From an optimization exercise on the open Yosys and OpenROAD flow, aimed at small area; shortcuts taken in it are not production practice.
In this exercise RTL edits were held to simulation tests only and were not proved equivalent to the original.
Power is estimated from default activity; no workload was simulated.

**flow/design.v**
```verilog
    localparam logic [159:0] H_INIT = {
        32'hc3d2e1f0, 32'h10325476, 32'h98badcfe, 32'hefcdab89, 32'h67452301
    };
    localparam logic [2:0] ST_ABS  = 3'd0;   
    localparam logic [2:0] ST_PADW = 3'd1;   
    localparam logic [2:0] ST_PAD  = 3'd2;   
    localparam logic [2:0] ST_COMP = 3'd3;   
    localparam logic [2:0] ST_EMIT = 3'd4;   
    localparam logic [1:0] ES_ADD  = 2'd0;   
    localparam logic [1:0] ES_WAIT = 2'd1;   
    localparam logic [1:0] ES_LOAD = 2'd2;   
    localparam logic [1:0] ES_SHOW = 2'd3;   
`default_nettype none
module sha1_byte_stream_hasher (
    input  logic        aclk,
    input  logic        aresetn,
    input  logic        s_tvalid,
    output logic        s_tready,
    input  logic [7:0]  s_tdata,    
    input  logic        s_tuser,    
    output logic        m_tvalid,
    input  logic        m_tready,
    output logic [39:0] m_tdata,    
    output logic        m_tlast     
);
    localparam logic [159:0] H_INIT = {
        32'hc3d2e1f0, 32'h10325476, 32'h98badcfe, 32'hefcdab89, 32'h67452301
    };
    localparam logic [2:0] ST_ABS  = 3'd0;   
    localparam logic [2:0] ST_PADW = 3'd1;   
    localparam logic [2:0] ST_PAD  = 3'd2;   
    localparam logic [2:0] ST_COMP = 3'd3;   
    localparam logic [2:0] ST_EMIT = 3'd4;   
    localparam logic [1:0] ES_ADD  = 2'd0;   
    localparam logic [1:0] ES_WAIT = 2'd1;   
    localparam logic [1:0] ES_LOAD = 2'd2;   
    localparam logic [1:0] ES_SHOW = 2'd3;   
    logic [6:0] ph;
    logic [2:0] st;
    logic [2:0] rev;       
    logic [5:0] mfill;     
    logic       first;     
    logic       addrev;    
    logic       clr;       
    logic       msgblk;    
    logic       fin;       
    logic       pad1;      
    logic       lenblk;    
    logic [1:0] es;        
    logic [4:0] ec;        
    logic [2:0] widx;      
    wire [2:0] k    = ph[2:0];
    wire [3:0] beat = ph[6:3];
    logic [511:0] wr;
    logic [159:0] cq;
    logic [159:0] hq;
    logic [63:0]  lr;
    logic [2:0]   tc;      
    logic         hc;      
    logic         lc;      
    logic         xs;      
    logic [1:0]   bs;      
    function automatic logic [3:0] wn(input logic [511:0] v, input integer p);
        wn = v[4*p +: 4];
    endfunction
    function automatic logic [3:0] cn(input logic [159:0] v, input integer p);
        cn = v[4*p +: 4];
    endfunction
    wire comp   = (st == ST_COMP);
    wire emit   = (st == ST_EMIT);
    wire addnow = addrev && (beat < 4'd5);
    wire loadnow = !comp && !emit && (beat >= 4'd11);
    wire split  = (beat >= 4'd5) && (beat <= 4'd10);
    wire r4     = emit && ((es == ES_SHOW) || (es == ES_WAIT && ec != 5'd16));
    wire [6:0] rnd = {rev, beat};
    logic [1:0] grp;
    always_comb begin
        if (rnd < 7'd20)      grp = 2'd0;
        else if (rnd < 7'd40) grp = 2'd1;
        else if (rnd < 7'd60) grp = 2'd2;
        else                  grp = 2'd3;
    end
    logic [31:0] kw;
    always_comb begin
        case (grp)
            2'd0: kw = 32'h5a827999;
            2'd1: kw = 32'h6ed9eba1;
            2'd2: kw = 32'h8f1bbcdc;
            default: kw = 32'hca62c1d6;
        endcase
    end
    wire [3:0] kn = kw[4*k +: 4];
    wire [3:0] bn = cn(cq, 24);
    wire [3:0] cc = cn(cq, 16);
    wire [3:0] dn = cn(cq, 8);
    wire [3:0] en = cn(cq, 0);
    logic [3:0] fn;
    always_comb begin
        case (grp)
            2'd0: fn = dn ^ (bn & (cc ^ dn));
            2'd2: fn = (bn & cc) | (dn & (bn | cc));
            default: fn = bn ^ cc ^ dn;
        endcase
    end
    wire [3:0] q31 = cn(cq, 31);
    wire [3:0] q30 = cn(cq, 30);
    wire [3:0] q39 = cn(cq, 39);
    wire [3:0] q38 = cn(cq, 38);
    wire [3:0] ra  = {(k == 3'd0) ? q39[2:0] : q31[2:0],
                      (k <= 3'd1) ? q38[3]   : q30[3]};
    wire [2:0] tcin = (k == 3'd0) ? 3'd0 : tc;
    wire [6:0] tsum = ra + fn + en + kn + wn(wr, 0) + tcin;
    wire [3:0] q25 = cn(cq, 25);
    wire [3:0] rb  = {(k == 3'd7) ? bs : q25[1:0], bn[3:2]};
    wire [3:0] wx  = wn(wr, 0) ^ wn(wr, 16) ^ wn(wr, 64) ^ wn(wr, 104);
    wire       x31 = wr[4*7+3] ^ wr[4*23+3] ^ wr[4*71+3] ^ wr[4*111+3];
    wire [3:0] wnew = {wx[2:0], (k == 3'd0) ? x31 : xs};
    wire [2:0] hw = (beat < 4'd5) ? (3'd4 - beat[2:0]) : (3'd4 - (beat[2:0] - 3'd3));
    logic [3:0] hinit;
    always_comb begin
        case (hw)
            3'd0: hinit = H_INIT[0*32 + 4*k +: 4];
            3'd1: hinit = H_INIT[1*32 + 4*k +: 4];
            3'd2: hinit = H_INIT[2*32 + 4*k +: 4];
            3'd3: hinit = H_INIT[3*32 + 4*k +: 4];
            default: hinit = H_INIT[4*32 + 4*k +: 4];
        endcase
    end
    wire [3:0] hop  = first ? hinit : hq[3:0];
    wire       hcin = (k == 3'd0) ? 1'b0 : hc;
    wire [4:0] hsum = hop + cq[3:0] + hcin;
    wire [3:0] lni  = {~ph[3], ph[2:0]};           
    wire       lwin = (ph >= 7'd8) && (ph < 7'd24);
    wire       ladd_blk = comp && (rev == 3'd0) && msgblk;
    wire       ladd_len = (st == ST_PAD) && lenblk;
    logic [3:0] laddend;
    always_comb begin
        laddend = 4'd0;
        if (ladd_blk) begin
            if (lni == 4'd2) laddend = 4'b0010;
        end else if (ladd_len) begin
            case (lni)
                4'd0: laddend = {mfill[0], 3'b000};
                4'd1: laddend = mfill[4:1];
                4'd2: laddend = {3'b000, mfill[5]};
                default: laddend = 4'd0;
            endcase
        end
    end
    wire       lcin = (lni == 4'd0) ? 1'b0 : lc;
    wire [4:0] lsum = lr[3:0] + laddend + lcin;
    logic [3:0] ltail;
    always_comb begin
        if (clr && lwin)       ltail = 4'd0;
        else if (lwin)         ltail = lsum[3:0];
        else                   ltail = lr[3:0];
    end
    wire [5:0] pj   = {ph[6:3], 2'd3 - ph[2:1]};    
    wire       pwr  = !pad1 || (pj >= mfill);
    wire [3:0] pval = (pad1 && pj == mfill) ? {ph[0], 3'b000}
                    : ((lenblk && ph[6:4] == 3'b111) ? lr[3:0] : 4'd0);
    logic [3:0] wtail;
    always_comb begin
        if (comp)                         wtail = wnew;
        else if (st == ST_PAD && pwr)     wtail = pval;
        else                              wtail = wn(wr, 0);
    end
    assign s_tready = (st == ST_ABS) && ph[0] && (ph[6:1] == mfill);
    wire take  = s_tvalid && s_tready;
    wire tbyte = take && !s_tuser;
    logic [511:0] wr_n;
    logic [159:0] cq_n;
    logic [159:0] hq_n;
    always_comb begin
        wr_n = {wtail, wr[511:4]};
        if (tbyte) begin
            case (mfill[1:0])
                2'd0: begin wr_n[4*4 +: 4]   = s_tdata[3:0]; wr_n[4*5 +: 4]   = s_tdata[7:4]; end
                2'd1: begin wr_n[4*0 +: 4]   = s_tdata[3:0]; wr_n[4*1 +: 4]   = s_tdata[7:4]; end
                2'd2: begin wr_n[4*124 +: 4] = s_tdata[3:0]; wr_n[4*125 +: 4] = s_tdata[7:4]; end
                default: begin wr_n[4*120 +: 4] = s_tdata[3:0]; wr_n[4*121 +: 4] = s_tdata[7:4]; end
            endcase
        end
        cq_n = {cq[3:0], cq[159:4]};
        if (comp) begin
            cq_n[4*39 +: 4] = tsum[3:0];
            cq_n[4*23 +: 4] = rb;
        end else if (addnow) begin
            cq_n[4*39 +: 4] = hsum[3:0];
        end else if (loadnow) begin
            cq_n[4*39 +: 4] = hop;
        end else if (r4) begin
            cq_n[31:0]      = cq[31:0];
            cq_n[4*39 +: 4] = cq[4*8 +: 4];
        end
        hq_n = {hq[3:0], hq[159:4]};
        if (split) begin
            hq_n[4*15 +: 4] = hq[3:0];
            hq_n[4*39 +: 4] = hq[4*16 +: 4];
        end else if (addnow) begin
            hq_n[4*39 +: 4] = hsum[3:0];
        end
    end
    always_ff @(posedge aclk) begin
        wr <= wr_n;
        cq <= cq_n;
        hq <= hq_n;
        lr <= {ltail, lr[63:4]};
        tc <= tsum[6:4];
        hc <= hsum[4];
        lc <= lsum[4];
        xs <= wx[3];
        if (k == 3'd0) bs <= bn[1:0];
    end
    always_ff @(posedge aclk) begin
        if (!aresetn) begin
            ph     <= 7'd0;
            st     <= ST_ABS;
            rev    <= 3'd0;
            mfill  <= 6'd0;
            first  <= 1'b1;
            addrev <= 1'b0;
            clr    <= 1'b1;
            msgblk <= 1'b0;
            fin    <= 1'b0;
            pad1   <= 1'b0;
            lenblk <= 1'b0;
            es     <= ES_ADD;
            ec     <= 5'd0;
            widx   <= 3'd0;
        end else begin
            ph <= ph + 7'd1;
            if (ph == 7'd23) clr <= 1'b0;
            if (ph == 7'd39) begin
                if (addrev) first <= 1'b0;
                addrev <= 1'b0;
            end
            case (st)
                ST_ABS: begin
                    if (take) begin
                        if (s_tuser) begin
                            pad1   <= 1'b1;
                            lenblk <= (mfill <= 6'd55);
                            st     <= (ph == 7'd127) ? ST_PAD : ST_PADW;
                        end else begin
                            mfill <= mfill + 6'd1;
                            if (mfill == 6'd63) begin
                                st     <= ST_COMP;
                                rev    <= 3'd0;
                                msgblk <= 1'b1;
                                fin    <= 1'b0;
                            end
                        end
                    end
                end
                ST_PADW: begin
                    if (ph == 7'd127) st <= ST_PAD;
                end
                ST_PAD: begin
                    if (ph == 7'd127) begin
                        st     <= ST_COMP;
                        rev    <= 3'd0;
                        msgblk <= 1'b0;
                        fin    <= lenblk;
                        if (lenblk) begin
                            clr   <= 1'b1;
                            mfill <= 6'd0;
                        end
                    end
                end
                ST_COMP: begin
                    if (ph == 7'd127) begin
                        rev <= rev + 3'd1;
                        if (rev == 3'd4) begin
                            addrev <= 1'b1;
                            if (fin) begin
                                st <= ST_EMIT;
                                es <= ES_ADD;
                            end else if (pad1) begin
                                st     <= ST_PAD;
                                pad1   <= 1'b0;
                                lenblk <= 1'b1;
                            end else begin
                                st <= ST_ABS;
                            end
                        end
                    end
                end
                ST_EMIT: begin
                    case (es)
                        ES_ADD: begin
                            if (ph == 7'd39) begin
                                es   <= ES_WAIT;
                                ec   <= 5'd24;
                                widx <= 3'd0;
                            end
                        end
                        ES_WAIT: begin
                            ec <= ec + 5'd1;
                            if (ec == 5'd16) es <= ES_LOAD;
                        end
                        ES_LOAD: begin
                            ec <= ec + 5'd1;
                            if (ec == 5'd23) begin
                                es <= ES_SHOW;
                                ec <= 5'd0;
                            end
                        end
                        default: begin
                            ec <= ec + 5'd1;
                            if (m_tready) begin
                                if (widx == 3'd4) begin
                                    st    <= ST_ABS;
                                    first <= 1'b1;
                                    pad1  <= 1'b0;
                                end else begin
                                    widx <= widx + 3'd1;
                                    es   <= ES_WAIT;
                                end
                            end
                        end
                    endcase
                end
                default: st <= ST_ABS;
            endcase
        end
    end
    assign m_tvalid = emit && (es == ES_SHOW);
    assign m_tdata  = {5'b00000, widx, cq[31:0]};
    assign m_tlast  = (widx == 3'd4);
endmodule
`default_nettype wire
```
**flow/run.sh**
```bash
#!/bin/bash
# synth_recipe.tcl (not shown) runs the flow's synth.tcl, then flattens the netlist and writes it again
# the make line also repeats each setting of config.mk as NAME=value (left out here)
make -C /OpenROAD-flow-scripts/flow DESIGN_CONFIG=/design/flow/config.mk WORK_HOME=/design/flow/orfs CLKGATE_MAP_FILE= SYNTH_SCRIPT=/design/flow/synth_recipe.tcl finish
```
**flow/config.mk**
```make
export PLATFORM = sky130hd
export DESIGN_NAME = sha1_byte_stream_hasher
export DESIGN_NICKNAME = sha1_byte_stream_hasher
export VERILOG_FILES = /design/flow/design.v
export SDC_FILE = /design/flow/constraint.sdc
export NUM_CORES = 4
export LEC_CHECK = 0
export CAP_MARGIN = 20
export CORE_MARGIN = 2
export CORE_UTILIZATION = 40
export PLACE_DENSITY = 0.6
export SLEW_MARGIN = 20
```
**flow/constraint.sdc**
```tcl
create_clock -name core_clock -period 7.0 [get_ports {aclk}]
set_input_delay 1.4000 -clock core_clock [delete_from_list [all_inputs] [get_ports {aclk}]]
set_output_delay 1.4000 -clock core_clock [all_outputs]
set_load 0.01 [all_outputs]
```
==> flow_summary_export.csv, run 1 <==
group,metric,value,unit
sta,fin_tns_setup,0,ns
place,gp_congestion,0.824,
clock_network,clkTransAtPathRegs,0.07,ns
power_and_ir_drop,report.power.total,10.4,mW
clock_network,cts.repair.resized,0,
flow_run,max_cap_viol_count,0,
sta,holdWs,0.287,ns
floorplan,core,59200,um2
sta,rsz0062_at_grt,"false",
critical_path,worst-endpoint-arrival,6.06,ns
place,pre_cts_ws,1.50,ns
synthesis,synth-seq-cells,940,
clock_network,cts_max_level,3,
grt,track_usage,12.2,%
synthesis,yosysSeqAreaShare,79.7,%
power_and_ir_drop,p_per_area,368,nW/um2
final_layout,regArea,19200,um2
floorplan,fp.dieH,249,um
synthesis,yosysWarnings,1,
final_layout,layout_commonest_cell,"dfxtp_1",
sta,slew_headroom,34.2,%
clock_network,cts_buffers,87,
drt,avgRoutedWirePerCell,14.6,um
final_layout,final_nets,1790,
grt,grt_first_pass_wirelength,60.3,mm
final_layout,mostFrequentLayoutCells,"dfxtp_1 (906), clkbuf_16 (88), nand2_1 (66), inv_1 (65), ha_1 (56)",
synthesis,syn_inst,1623,
final_layout,final_util,47.5,%
critical_path,crit_path_start_kind,"register",
sta,setup_viol,0,
clock_network,cts_tree,"yes",
floorplan,std_cell_rows,89,
grt,grt_overflow_total,0,
place,dp_hpwl,23.2,mm
power_and_ir_drop,ir_drop,182,uV
drt,post_drt_via_cell_ratio,4.34,
clock_network,clockRootBuffer,"clkbuf_16",
sta,worst_pin_slew,0.979,ns
sta,period_needed,5.55,ns
synthesis,synth_ff_type,"dfxtp_1",
synthesis,synth_area,24100,um2
outcome,status,"finished clean",
clock_network,hold_buffers,0,
grt,antenna_found_initial,0,
sta,fin_crit_sh,79.2,%
drt,dr_total_vias,11039,
synthesis,yosysUniqueCellTypes,78,
floorplan,ioPinCount,56,
final_layout,multi_input_area,4250,um2
floorplan,dieArea,62100,um2
synthesis,syn-mean-instance-area,14.8,um2
floorplan,initial_core_util,40.6,%
critical_path,criticalPathCategory,"register to register",
critical_path,critPathMaxFanout,18,
critical_path,cp_slowest_cell,"dfxtp_1",
synthesis,synth-edff-count,34,
clock_network,clockBufferDepth,3,
sta,worst_slack,1.45,ns
drt,drtPass1Iterations,6,
final_layout,drive_gt1_share,11.6,%
clock_network,clock_latency,0.64,ns
grt,grt_start_max_net_pins,33,
drt,drcViolationCount,0,
floorplan,die_x,249,um
sta,report.final.hold_viol_count,0,
final_layout,fillCellCount,5066,
place,port_buffers,50,
critical_path,critPathMostFrequentCell,"fa_1",
sta,drv_slew,0,
drt,drt-initial-drc-count,513,
critical_path,cpPeakStageDelay,0.72,ns
critical_path,crit_chain,"nor2_1 > o21bai_1 > inv_1 > ha_1 > nand2b_1 > o22ai_1 > a311oi_1 > a21oi_1 > fa_1 > inv_1 > fa_1 > fa_1 > inv_1 > ha_1 > fa_1 > a22o_1 > a211o_1",
final_layout,syn2layout_area_growth,16.9,%
hold_path,hold_class,"register to register",
grt,grt_pass1_vias,11140,
synthesis,ys_async_sr_fraction,0,%
drt,drtAntennaViolNets,0,
drt,totalWireLength,37.1,mm
critical_path,cp_data_required_time,7.51,ns
clock_network,post-cts-setup-buffers,0,
final_layout,antenna_cells,0,
critical_path,critPathCaptureType,"register",
sta,max_freq,180,MHz
sta,fin_worst_skew,0.0418,ns
power_and_ir_drop,p_leak,11.4,nW
clock_network,cts.sinks,940,
[flip-flops by register name, summed over array words and instances, names as in the netlist, 2 cells and up]
name	count
rev	3
tc	3
ec	5
es	2
widx	3
bs	2
wr	512
hq	160
cq	160
lr	64
mfill	6
st	3
ph	7
[final cells by class]
| type | count | share of cell area, % |
|---|---|---|
| Multi-Input combinational cell | 551 | 15.1 |
| Sequential cell | 940 | 68.1 |
| Inverter | 67 | 0.894 |
| Timing Repair Buffer | 55 | 1.91 |
| Clock inverter | 40 | 1.72 |
| Tap cell | 773 | 3.44 |
| Clock buffer | 119 | 8.83 |
[routing by layer]
metal / up-vias / GRT usage [%] / wire (um)
met5: - / 0 / 0
met4: 0 / 5.77 / 1200
li1: 5501 / - / -
met2: 243 / 18.0 / 15500
met3: 86 / 2.82 / 1810
met1: 5209 / 17.0 / 18600
[worst max-delay path: cells and delay by family, from the launching register on]
kind            cells  cell delay, ns
buf+inv             3            0.35
compound gates      6            1.55
simple gates        2            0.36
flops               1            0.72
fa+ha+maj           6            2.43
[cells in the mapped netlist, types with 12 or more instances]
cell / n / share of area, %
xnor2_1: 23 / 0.84
edfxtp_1: 34 / 4.2
mux2i_1: 14 / 0.58
mux2_2: 38 / 1.8
nor2_1: 50 / 0.78
ha_1: 56 / 2.9
nand3_1: 17 / 0.35
inv_1: 65 / 1.0
o21ai_0: 25 / 0.52
buf_4: 38 / 1.2
dfxtp_1: 906 / 75
clkbuf_1: 21 / 0.33
nand2_1: 66 / 1.0
a21oi_1: 35 / 0.73
fa_1: 19 / 1.6
xor2_1: 13 / 0.47
nor3_1: 12 / 0.25
[path summary, 6_finish.rpt]
check,from,end,slack (ns),cells after the start
setup / recovery,ph[6],cq[159],1.45,17
hold / removal,cq[122],cq[118],0.29,0
setup reg to reg,ph[6],cq[159],1.45,17
hold reg to reg,cq[122],cq[118],0.29,0
[metrics by stage]
stage          cell area [um2]  instances
2_1_floorplan            24100       1627
3_3_place_gp             25200       2386
3_5_place_dp             25200       2386
4_1_cts                  28100       2545
5_1_grt                  28100       2545
6_report                 28100       2545
[power by group]
part           total (mW)  switching (mW)  leakage, nW  internal (mW)
registers            5.49          0.0336         7.73           5.45
clock network        4.68            1.97         1.45           2.71
logic               0.187           0.104         2.17         0.0835
total                10.4            2.11         11.4           8.24
[logic make-up (layout without fill, tap and decap cells)]
logic type | count (synthesis) | after routing | synth area share [%]
AOI/OAI and AO/OA | 156 | 156 | 4.57
xor gates and xnor gates | 36 | 36 | 1.31
adders and majority gates | 76 | 76 | 4.54
buffers and inverters | 136 | 281 | 2.76
DFF | 940 | 940 | 79.7
muxes | 53 | 53 | 2.46
other | 1 | 5 | 0.0156
and+or+nand+nor | 225 | 225 | 4.70
==> run 2: changes to the inputs <==
--- a/flow/config.mk
+++ b/flow/config.mk
@@ -9,4 +9,7 @@
 export CORE_MARGIN = 2
-export CORE_UTILIZATION = 40
-export PLACE_DENSITY = 0.6
+export CORE_UTILIZATION = 60
+export CTS_BUF_LIST = sky130_fd_sc_hd__clkbuf_8
+export CTS_CLUSTER_DIAMETER = 60
+export CTS_CLUSTER_SIZE = 20
+export PLACE_DENSITY = 0.75
 export SLEW_MARGIN = 20
==> run 2 against run 1 <==
Net effect:
- still clean
- hold slack better by 0.019 ns
- clock skew is 0.0067 ns higher
- combinational power hardly changed
- fmax is 1.1% lower
==> flow_summary_export.csv, run 2 <==
group,metric,value,unit
outcome,status,"finished clean",
synthesis,synth_area_leaders,"dfxtp_1 (75%), edfxtp_1 (4.2%), ha_1 (2.9%), mux2_2 (1.8%), fa_1 (1.6%)",
floorplan,ioPinCount,56,
clock_network,post-cts-setup-buffers,0,
power_and_ir_drop,report.power.total,7.95,mW
final_layout,layout_commonest_cell,"dfxtp_1",
clock_network,cts_tree,"yes",
sta,rsz0062_at_grt,"false",
clock_network,clockBufferDepth,3,
synthesis,synth_fa_ha_area_share,4.54,%
floorplan,die_x,204,um
sta,worst_slack,1.39,ns
power_and_ir_drop,internal_power,6.31,mW
sta,drv_slew,0,
clock_network,clkTransAtPathRegs,0.11,ns
clock_network,cts_buffers,55,
critical_path,criticalPathCategory,"register to register",
sta,fin_tns_setup,0,ns
final_layout,drive_gt1_share,7.48,%
grt,grt_overflow_total,0,
synthesis,synth_top_cell_by_area,"dfxtp_1",
clock_network,clockRootBuffer,"clkbuf_8",
synthesis,synth-simple-area-share,4.70,%
sta,fin_crit_sh,80.1,%
synthesis,yosys-mux-area-fraction,2.46,%
critical_path,crit_path_start_kind,"register",
drt,post_drt_via_cell_ratio,4.85,
final_layout,stdcell_count,2210,
clock_network,cts.repair.resized,0,
synthesis,synth-edff-count,34,
grt,use_met3,3.05,%
grt,grt_use_met1,25.3,%
power_and_ir_drop,p_per_area,309,nW/um2
final_layout,postLayoutCellArea,25800,um2
floorplan,fp.dieH,204,um
synthesis,yosysUniqueCellTypes,78,
grt,grt_start_max_net_pins,33,
drt,drtPass1Iterations,5,
power_and_ir_drop,power_switching,1.64,mW
synthesis,synth_ff_type,"dfxtp_1",
power_and_ir_drop,power_frac_comb,2.4,%
clock_network,hold_buffers,0,
final_layout,final_nets,1757,
critical_path,worst-endpoint-arrival,6.16,ns
synthesis,yosysSeqAreaShare,79.7,%
sta,period_needed,5.61,ns
power_and_ir_drop,p_leak,10.4,nW
power_and_ir_drop,swShare,20.6,%
final_layout,top_register,"wr",
synthesis,synth-seq-cells,940,
grt,antenna_found_initial,0,
synthesis,synth_common_cells,"dfxtp_1 (906), nand2_1 (66), inv_1 (65)",
drt,drcViolationCount,0,
place,dp_cells,2137,
drt,avgRoutedWirePerCell,16.1,um
synthesis,ys_async_sr_fraction,0,%
sta,fin_worst_skew,0.0484,ns
grt,top_usage_layer,"met2",
floorplan,initial_core_util,60.7,%
synthesis,synth.most_common_cell,"dfxtp_1",
drt,totalWireLength,35.6,mm
synthesis,synth_top_family_by_area,"simple AND/OR/NAND/NOR gates",
final_layout,mostFrequentLayoutCells,"dfxtp_1 (906), inv_1 (72), nand2_1 (66), clkbuf_8 (58), ha_1 (56)",
sta,max_freq,178,MHz
clock_network,cts_max_level,2,
final_layout,syn2layout_area_growth,7.19,%
grt,grt_pass1_vias,10804,
sta,worst_pin_slew,0.970,ns
hold_path,hold_class,"register to register",
clock_network,cts.sinks,940,
sta,slew_headroom,34.8,%
place,dpl-instance-area,24800,um2
critical_path,cp_data_required_time,7.56,ns
drt,drtAntennaViolNets,0,
sta,setup_viol,0,
place,dp_hpwl,23.1,mm
clock_network,clock_latency,0.70,ns
synthesis,syn-mean-instance-area,14.8,um2
synthesis,synth_area,24100,um2
floorplan,core,39600,um2
place,port_buffers,50,
floorplan,dieArea,41700,um2
place,gp_congestion,0.874,
final_layout,reg.largest.list,"wr x512, cq x160, hq x160",
power_and_ir_drop,ir_drop,339,uV
grt,met2_usage,27.4,%
place,pre_cts_ws,1.45,ns
flow_run,max_cap_viol_count,0,
drt,dr_total_vias,10710,
power_and_ir_drop,clkPwrFrac,28.7,%
synthesis,synth_xor_area_share,1.31,%
synthesis,syn_inst,1623,
drt,drt-initial-drc-count,597,
grt,track_usage,17.6,%
critical_path,critPathCaptureType,"register",
sta,report.final.hold_viol_count,0,
floorplan,std_cell_rows,73,
final_layout,antenna_cells,0,
synthesis,synth-compound-area-share,4.57,%
critical_path,critPathMaxFanout,18,
final_layout,largest_reg_flops,512,
synthesis,yosysWarnings,1,
power_and_ir_drop,seqPwrFrac,68.9,%
grt,grt_first_pass_wirelength,57.4,mm
synthesis,synth_top_area_share,75.4,%
run 2: critical path, stage by stage, from the launching register on:
cell      delay (ns)
dfxtp_1         0.73
nor2_1          0.15
o21bai_1        0.65
inv_1           0.24
ha_1            0.35
nand2b_1        0.20
a311oi_1        0.25
a21oi_1         0.13
fa_1            0.56
inv_1           0.05
fa_1            0.46
fa_1            0.54
inv_1           0.04
ha_1            0.23
fa_1            0.44
a22o_1          0.22
a211o_1         0.22
run 2: power groups by stage:
stage / Clock, mW / Combinational (mW) / Sequential [mW]
6_report: 2.29 / 0.188 / 5.48
5_1_grt: 2.56 / 0.218 / 5.49
4_1_cts: 2.38 / 0.190 / 5.48
3_5_place_dp: 0 / 0.189 / 5.60
3_3_place_gp: 0 / 0.187 / 5.60
2_1_floorplan: 0 / 0.147 / 5.58
run 2: cells by family (layout without fill, tap and decap cells):
group | after synthesis | count (layout)
mux | 53 | 53
xor+xnor | 36 | 36
simple gates | 225 | 225
compound gates | 156 | 156
flops | 940 | 940
buf+inv | 136 | 194
fa+ha+maj | 76 | 76
other cells | 1 | 5
run 2: layout make-up:
class | count | area, um2
clock buffer | 58 | 798
timing repair buffer | 54 | 531
multi-input combinational | 551 | 4250
tap | 525 | 657
inverter | 67 | 251
fill | 2832 | 13900
sequential | 940 | 19200
clock inverter | 15 | 134
run 2: final timing paths:
| path | from | end | slack (ns) | cells after the start |
|---|---|---|---|---|
| setup reg to reg | ph[6] | cq[159] | 1.39 | 16 |
| setup / recovery | ph[6] | cq[159] | 1.39 | 16 |
| hold reg to reg | wr[81] | wr[77] | 0.31 | 0 |
| hold / removal | wr[81] | wr[77] | 0.31 | 0 |
run 2: metal layers:
metal	vias up	routed length [um]	share of wire, %
li1	5375	-	-
met1	5078	17600	50
met2	199	15900	45
met3	58	1440	4.0
met4	0	665	1.9
met5	-	0	0
run 2: through the flow:
| stage | hold WS, ns | util [%] |
|---|---|---|
| 2_1_floorplan | 0.310 | - |
| 3_3_place_gp | 0.310 | 62.7 |
| 3_5_place_dp | 0.312 | 62.7 |
| 4_1_cts | 0.303 | 65.0 |
| 5_1_grt | 0.313 | 65.0 |
| 6_report | 0.305 | 65.0 |
==> run 3: changes to the inputs <==
--- a/flow/config.mk
+++ b/flow/config.mk
@@ -9,7 +9,7 @@
 export CORE_MARGIN = 2
-export CORE_UTILIZATION = 60
+export CORE_UTILIZATION = 70
 export CTS_BUF_LIST = sky130_fd_sc_hd__clkbuf_8
-export CTS_CLUSTER_DIAMETER = 60
+export CTS_CLUSTER_DIAMETER = 50
 export CTS_CLUSTER_SIZE = 20
-export PLACE_DENSITY = 0.75
+export PLACE_DENSITY = 0.8
 export SLEW_MARGIN = 20
==> run 3 against run 2 <==
Net effect:
- register-to-register slack better by 0.18 ns
- non-clock buffer count unchanged
- clock power about the same
- critical path type unchanged
- hold slack improved by 0.019 ns
- total power increased by 0.46%
- worst setup slack better by 0.18 ns
- fmax is 3.2% higher
- cell area decreased by 0.30%
- still clean
- global-route usage up 3.9 points
==> flow_summary_export.csv, run 3 <==
group,metric,value,unit
outcome,status,"finished clean",
final_layout,layout_commonest_cell,"dfxtp_1",
clock_network,clockRootBuffer,"clkbuf_8",
clock_network,clock_latency,0.66,ns
place,gp_congestion,0.864,
synthesis,yosysSeqAreaShare,79.7,%
clock_network,cts_max_level,2,
critical_path,criticalPathCategory,"register to register",
synthesis,synth_ff_type,"dfxtp_1",
synthesis,yosysWarnings,1,
critical_path,reg2reg_slack,1.57,ns
sta,holdWs,0.324,ns
final_layout,multi_input_area,4250,um2
drt,drt-initial-drc-count,656,
drt,drtPass1Iterations,6,
drt,dr_total_vias,10828,
floorplan,core,33700,um2
sta,report.final.hold_viol_count,0,
drt,post_drt_via_cell_ratio,5.07,
critical_path,worst-endpoint-arrival,5.98,ns
final_layout,final_util,76.3,%
flow_run,max_cap_viol_count,0,
clock_network,clockBufferDepth,3,
grt,grt_overflow_total,0,
place,pre_cts_ws,1.56,ns
synthesis,synth-seq-cells,940,
clock_network,cts_buffers,56,
critical_path,crit_chain,"nor2_1 > o21bai_1 > inv_1 > ha_1 > nand2_1 > o22ai_1 > a311oi_1 > a21oi_1 > fa_1 > inv_1 > fa_1 > fa_1 > inv_1 > ha_1 > fa_1 > a22o_1 > a211o_1",
synthesis,synth-edff-count,34,
place,port_buffers,50,
sta,setup_viol,0,
power_and_ir_drop,internal_power,6.32,mW
final_layout,regArea,19200,um2
clock_network,cts.sinks,940,
critical_path,critPathCaptureType,"register",
final_layout,syn2layout_area_growth,6.87,%
power_and_ir_drop,clkPwrFrac,29.0,%
synthesis,synth_common_cells,"dfxtp_1 (906), nand2_1 (66), inv_1 (65)",
synthesis,syn_inst,1623,
grt,grt_start_max_net_pins,33,
synthesis,yosysUniqueCellTypes,78,
critical_path,critPathMostFrequentCell,"fa_1",
clock_network,clkTransAtPathRegs,0.11,ns
power_and_ir_drop,power_frac_comb,2.3,%
synthesis,syn-mean-instance-area,14.8,um2
synthesis,synth.most_common_cell,"dfxtp_1",
power_and_ir_drop,seqPwrFrac,68.6,%
sta,worst_pin_slew,0.926,ns
synthesis,ys_async_sr_fraction,0,%
final_layout,final_nets,1758,
drt,totalWireLength,37.5,mm
sta,fin_tns_setup,0,ns
drt,drcViolationCount,0,
floorplan,dieArea,35900,um2
sta,period_needed,5.43,ns
critical_path,cp_data_required_time,7.55,ns
clock_network,cts.repair.resized,0,
final_layout,mostFrequentLayoutCells,"dfxtp_1 (906), inv_1 (70), nand2_1 (66), clkbuf_8 (58), ha_1 (56)",
place,dp_cells,2060,
power_and_ir_drop,p_per_area,311,nW/um2
clock_network,cts_tree,"yes",
drt,avgRoutedWirePerCell,17.6,um
sta,worst_slack,1.57,ns
grt,grt_pass1_vias,11063,
power_and_ir_drop,p_leak,10.4,nW
drt,drtAntennaViolNets,0,
final_layout,antenna_cells,0,
critical_path,cpPeakStageDelay,0.74,ns
sta,max_freq,184,MHz
final_layout,fillCellCount,1936,
critical_path,crit_path_start_kind,"register",
floorplan,fp.dieH,189,um
grt,track_usage,21.5,%
final_layout,reg.largest.list,"wr x512, cq x160, hq x160",
power_and_ir_drop,swShare,20.9,%
final_layout,drive_gt1_share,7.65,%
final_layout,stdcell_count,2134,
sta,fin_crit_sh,77.6,%
synthesis,synth_area_leaders,"dfxtp_1 (75%), edfxtp_1 (4.2%), ha_1 (2.9%), mux2_2 (1.8%), fa_1 (1.6%)",
hold_path,hold_class,"register to register",
floorplan,std_cell_rows,67,
final_layout,top_register,"wr",
critical_path,critPathMaxFanout,18,
power_and_ir_drop,ir_drop,249,uV
power_and_ir_drop,power_switching,1.67,mW
sta,fin_worst_skew,0.0471,ns
grt,antenna_found_initial,0,
place,dp_hpwl,24.6,mm
grt,grt_first_pass_wirelength,60.0,mm
final_layout,largest_reg_flops,512,
floorplan,die_x,189,um
clock_network,hold_buffers,0,
synthesis,synth_top_cell_by_area,"dfxtp_1",
clock_network,post-cts-setup-buffers,0,
sta,drv_slew,0,
floorplan,ioPinCount,56,
floorplan,initial_core_util,71.4,%
sta,rsz0062_at_grt,"false",
synthesis,synth_area,24100,um2
sta,slew_headroom,37.8,%
synthesis,synth_top_area_share,75.4,%
critical_path,cp_slowest_cell,"dfxtp_1",
==> run 3: cell counts after synthesis <==
No cell type changed its count.
==> run 3: kinds of logic (layout without fill, tap and decap cells) <==
group	Yosys count	in the layout	share of synthesized area [%]
buf+inv	136	195	2.76
mux	53	53	2.46
xor+xnor	36	36	1.31
simple gates	225	225	4.70
other cells	1	5	0.0156
fa+ha+maj	76	76	4.54
compound gates	156	156	4.57
flops	940	940	79.7
==> run 3: per-stage QoR <==
| step | cell area, um2 | power, mW |
|---|---|---|
| after floorplan | 24100 | 5.73 |
| after global placement | 24700 | 5.79 |
| after detailed placement | 24700 | 5.79 |
| after CTS | 25700 | 8.05 |
| after global routing | 25700 | 8.27 |
| final | 25700 | 7.99 |
==> run 3: critical path, delay by kind of cell, from the launching register on <==
kind                     cells  cell delay, ns
flip-flops                   1            0.74
buffers and inverters        3            0.32
AO/OA/AOI/OAI                6            1.45
AND/OR/NAND/NOR              2            0.27
adder cells (fa/ha/maj)      6            2.59
==> run 3: final timing paths <==
| check | from | endpoint | depth (start not counted) |
|---|---|---|---|
| worst max register to register | ph[6] | cq[159] | 17 |
| worst max-delay path | ph[6] | cq[159] | 17 |
| worst min register to register | hq[93] | hq[89] | 0 |
| worst min-delay path | hq[93] | hq[89] | 0 |
==> run 3: area by class of cell <==
class / instances / area share (%)
clock inverters: 16 / 0.594
clock buffers: 58 / 3.11
inverters: 67 / 0.978
flip-flops and latches: 940 / 74.5
multi-input cells: 551 / 16.5
repair buffers: 54 / 2.06
well taps: 448 / 2.18
==> run 3: power groups by stage <==
| stage | Sequential, mW | Clock, mW | Combinational (mW) |
|---|---|---|---|
| finish | 5.48 | 2.32 | 0.187 |
| global route | 5.49 | 2.56 | 0.214 |
| CTS | 5.48 | 2.38 | 0.189 |
| detailed placement | 5.60 | 0 | 0.189 |
| global placement | 5.60 | 0 | 0.186 |
| floorplan | 5.58 | 0 | 0.147 |
==> run 3: layer usage <==
layer / global-route usage (%) / up-vias / share of wire (%)
met3: 3.43 / 67 / 4.5
met4: 5.72 / 0 / 2.2
met1: 30.3 / 5153 / 47
li1: - / 5369 / -
met2: 35.2 / 239 / 46
met5: 0 / - / 0
==> run 4: changes to the inputs <==
--- a/flow/config.mk
+++ b/flow/config.mk
@@ -10,5 +10,5 @@
 export CORE_UTILIZATION = 70
-export CTS_BUF_LIST = sky130_fd_sc_hd__clkbuf_8
-export CTS_CLUSTER_DIAMETER = 50
-export CTS_CLUSTER_SIZE = 20
+export CTS_BUF_LIST = sky130_fd_sc_hd__clkbuf_16
+export CTS_CLUSTER_DIAMETER = 60
+export CTS_CLUSTER_SIZE = 36
 export PLACE_DENSITY = 0.8
==> run 4 against run 3 <==
Net effect:
- cell area rose by 1.8%
- sequential power hardly changed
- non-clock buffer count unchanged
- clock skew decreased by 0.0045 ns
- worst setup slack lost 0.044 ns
- via count up 0.96%
- die area did not move
- fmax shrank 0.81%
- largest cell class unchanged
==> flow_summary_export.csv, run 4 <==
group,metric,value,unit
outcome,status,"finished clean",
floorplan,die_x,189,um
sta,drv_slew,0,
floorplan,initial_core_util,71.4,%
critical_path,worstRegToRegCells,17,
critical_path,cp_data_required_time,7.44,ns
sta,holdWs,0.306,ns
floorplan,std_cell_rows,67,
critical_path,r2r-end,"cq[159]",
synthesis,synth_top_area_share,75.4,%
clock_network,clockBufferDepth,3,
clock_network,cts_max_level,2,
hold_path,hold_class,"register to register",
synthesis,synth_area_leaders,"dfxtp_1 (75%), edfxtp_1 (4.2%), ha_1 (2.9%), mux2_2 (1.8%), fa_1 (1.6%)",
final_layout,top_register,"wr",
synthesis,synth_common_cells,"dfxtp_1 (906), nand2_1 (66), inv_1 (65)",
critical_path,critPathMaxFanout,18,
final_layout,drive_gt1_share,7.15,%
sta,rsz0062_at_grt,"false",
final_layout,antenna_cells,0,
power_and_ir_drop,report.power.total,8.62,mW
grt,track_usage,23.2,%
grt,grt_overflow_total,0,
clock_network,cts.repair.resized,0,
place,port_buffers,50,
grt,grt_start_max_net_pins,38,
synthesis,syn-mean-instance-area,14.8,um2
critical_path,worst-endpoint-arrival,5.92,ns
critical_path,critPathCaptureType,"register",
hold_path,whs_path_depth,0,
sta,fin_crit_sh,78.2,%
place,gp_congestion,0.864,
final_layout,mostFrequentLayoutCells,"dfxtp_1 (906), inv_1 (68), nand2_1 (66), ha_1 (56)",
power_and_ir_drop,ir_drop,353,uV
hold_path,hp-start,"cq[82]",
critical_path,reg2reg_slack,1.52,ns
sta,fin_tns_setup,0,ns
critical_path,criticalPathCategory,"register to register",
clock_network,clockRootBuffer,"clkbuf_16",
grt,grt_first_pass_wirelength,63.7,mm
sta,report.final.hold_viol_count,0,
synthesis,synth.most_common_cell,"dfxtp_1",
final_layout,fillCellCount,1843,
clock_network,cts.sinks,940,
drt,drt-initial-drc-count,708,
grt,grt_pass1_vias,11148,
drt,drcViolationCount,0,
power_and_ir_drop,p_leak,10.6,nW
floorplan,dieArea,35900,um2
final_layout,largest_reg_flops,512,
sta,fin_worst_skew,0.0426,ns
sta,setup_viol,0,
final_layout,layout_commonest_cell,"dfxtp_1",
sta,worst_pin_slew,0.944,ns
synthesis,synth_top_cell_by_area,"dfxtp_1",
floorplan,core,33700,um2
sta,period_needed,5.48,ns
hold_path,holdPathEnd,"cq[78]",
sta,slew_headroom,36.6,%
synthesis,yosysWarnings,1,
synthesis,ys_async_sr_fraction,0,%
clock_network,hold_buffers,0,
synthesis,yosysSeqAreaShare,79.7,%
critical_path,crit_path_start_kind,"register",
place,dp_hpwl,24.6,mm
drt,avgRoutedWirePerCell,19.1,um
clock_network,post-cts-setup-buffers,0,
power_and_ir_drop,p_per_area,329,nW/um2
synthesis,yosysUniqueCellTypes,78,
drt,totalWireLength,40.6,mm
synthesis,syn_inst,1623,
drt,post_drt_via_cell_ratio,5.14,
synthesis,synth-edff-count,34,
grt,antenna_found_initial,0,
drt,drtPass1Iterations,5,
floorplan,fp.dieH,189,um
synthesis,synth-seq-cells,940,
flow_run,max_cap_viol_count,0,
floorplan,ioPinCount,56,
drt,drtAntennaViolNets,0,
final_layout,reg.largest.list,"wr x512, cq x160, hq x160",
synthesis,synth_area,24100,um2
clock_network,cts_buffers,38,
drt,dr_total_vias,10932,
critical_path,r2r-start,"ph[6]",
clock_network,clock_latency,0.58,ns
synthesis,synth_ff_type,"dfxtp_1",
clock_network,cts_tree,"yes",
sta,max_freq,183,MHz
final_layout,syn2layout_area_growth,8.79,%
final_layout,final_nets,1740,
clock_network,clkTransAtPathRegs,0.12,ns
run 4: cell counts after synthesis:
No cell type changed its count.
run 4: cell families after synthesis:
| family | after synthesis | synth area share, % |
|---|---|---|
| AOI/OAI and AO/OA | 156 | 4.57 |
| xor gates and xnor gates | 36 | 1.31 |
| adders and majority gates | 76 | 4.54 |
| buffers and inverters | 136 | 2.76 |
| DFF | 940 | 79.7 |
| muxes | 53 | 2.46 |
| other | 1 | 0.0156 |
| and+or+nand+nor | 225 | 4.70 |
run 4: layout make-up:
type | count | area, um2 | share of cell area [%]
inverters | 67 | 251 | 0.961
well taps | 448 | 561 | 2.14
clock buffers | 39 | 976 | 3.73
repair buffers | 54 | 531 | 2.03
flip-flops and latches | 940 | 19200 | 73.2
clock inverters | 27 | 437 | 1.67
multi-input cells | 551 | 4250 | 16.2
run 4: power by group:
group	leakage, nW	switching [mW]	internal [mW]
logic	2.17	0.111	0.0853
clock network	0.680	1.67	1.26
registers	7.73	0.0383	5.45
run 4: critical path: stages, from the launching register on:
cell and delay (ns):
dfxtp_1 0.71, nor2_1 0.14, o21bai_1 0.57, inv_1 0.22, ha_1 0.34, nand2_1 0.12
o22ai_1 0.08, a311oi_1 0.25, a21oi_1 0.12, fa_1 0.56, inv_1 0.05, fa_1 0.47
fa_1 0.55, inv_1 0.04, ha_1 0.23, fa_1 0.45, a22o_1 0.22, a211o_1 0.22
run 4: worst max-delay path by stage:
stage / startpoint / endpoint / slack [ns]
after floorplan: rev[1] / cq[159] / 2.00
after global placement: ph[6] / cq[159] / 1.57
after detailed placement: ph[6] / cq[159] / 1.56
after CTS: ph[6] / cq[159] / 1.52
after global routing: ph[6] / cq[159] / 1.16
final: ph[6] / cq[159] / 1.52
run 4: stage by stage:
step	worst slack [ns]	util (%)	area, um2	std cells
after global routing	1.16	77.6	26200	2126
after global placement	1.57	73.4	24700	2060
final	1.52	77.6	26200	2126
after detailed placement	1.56	73.4	24700	2060
after CTS	1.52	77.6	26200	2126
after floorplan	2.00	-	24100	1627
run 4: layer usage:
layer	global-route usage (%)	vias to the layer above	share of wire, %
met5	0	-	0
met4	5.19	0	1.7
met3	3.26	53	4.6
met2	39.3	258	49
met1	32.2	5272	45
li1	-	5349	-

[afterwards: timing with drivers on the ports]
The results above use ideal ports. As a check the final layouts listed here were re-extracted and re-timed, cells and wires unchanged.
Step 1 sets driving cells, clkbuf_16 on the clock port and buf_2 on the other inputs (assumed; they add their load-dependent delay and slew).
Step 2 also shifts input and output timing later by t, the mid clock arrival at the registers, as if the neighbouring blocks saw the same clock.
a / b / c = ideal ports / drivers / drivers and shift; a / b = the first two.
run	shift t [ns]	setup WS [ns]	worst hold slack (ns)	worst setup path after step 2	worst slew at a driven data input, ns
run 1	0.672	1.454 / 1.454 / 1.454	0.287 / 0.287 / 0.287	register to register	0.06
run 2	0.722	1.393 / 1.393 / 1.393	0.305 / 0.305 / 0.305	register to register	0.05
run 3	0.689	1.569 / 1.569 / 1.569	0.324 / 0.324 / 0.324	register to register	0.05
run 4	0.615	1.524 / 1.524 / 1.524	0.306 / 0.306 / 0.306	register to register	0.06
After both steps every run listed still meets setup and hold.
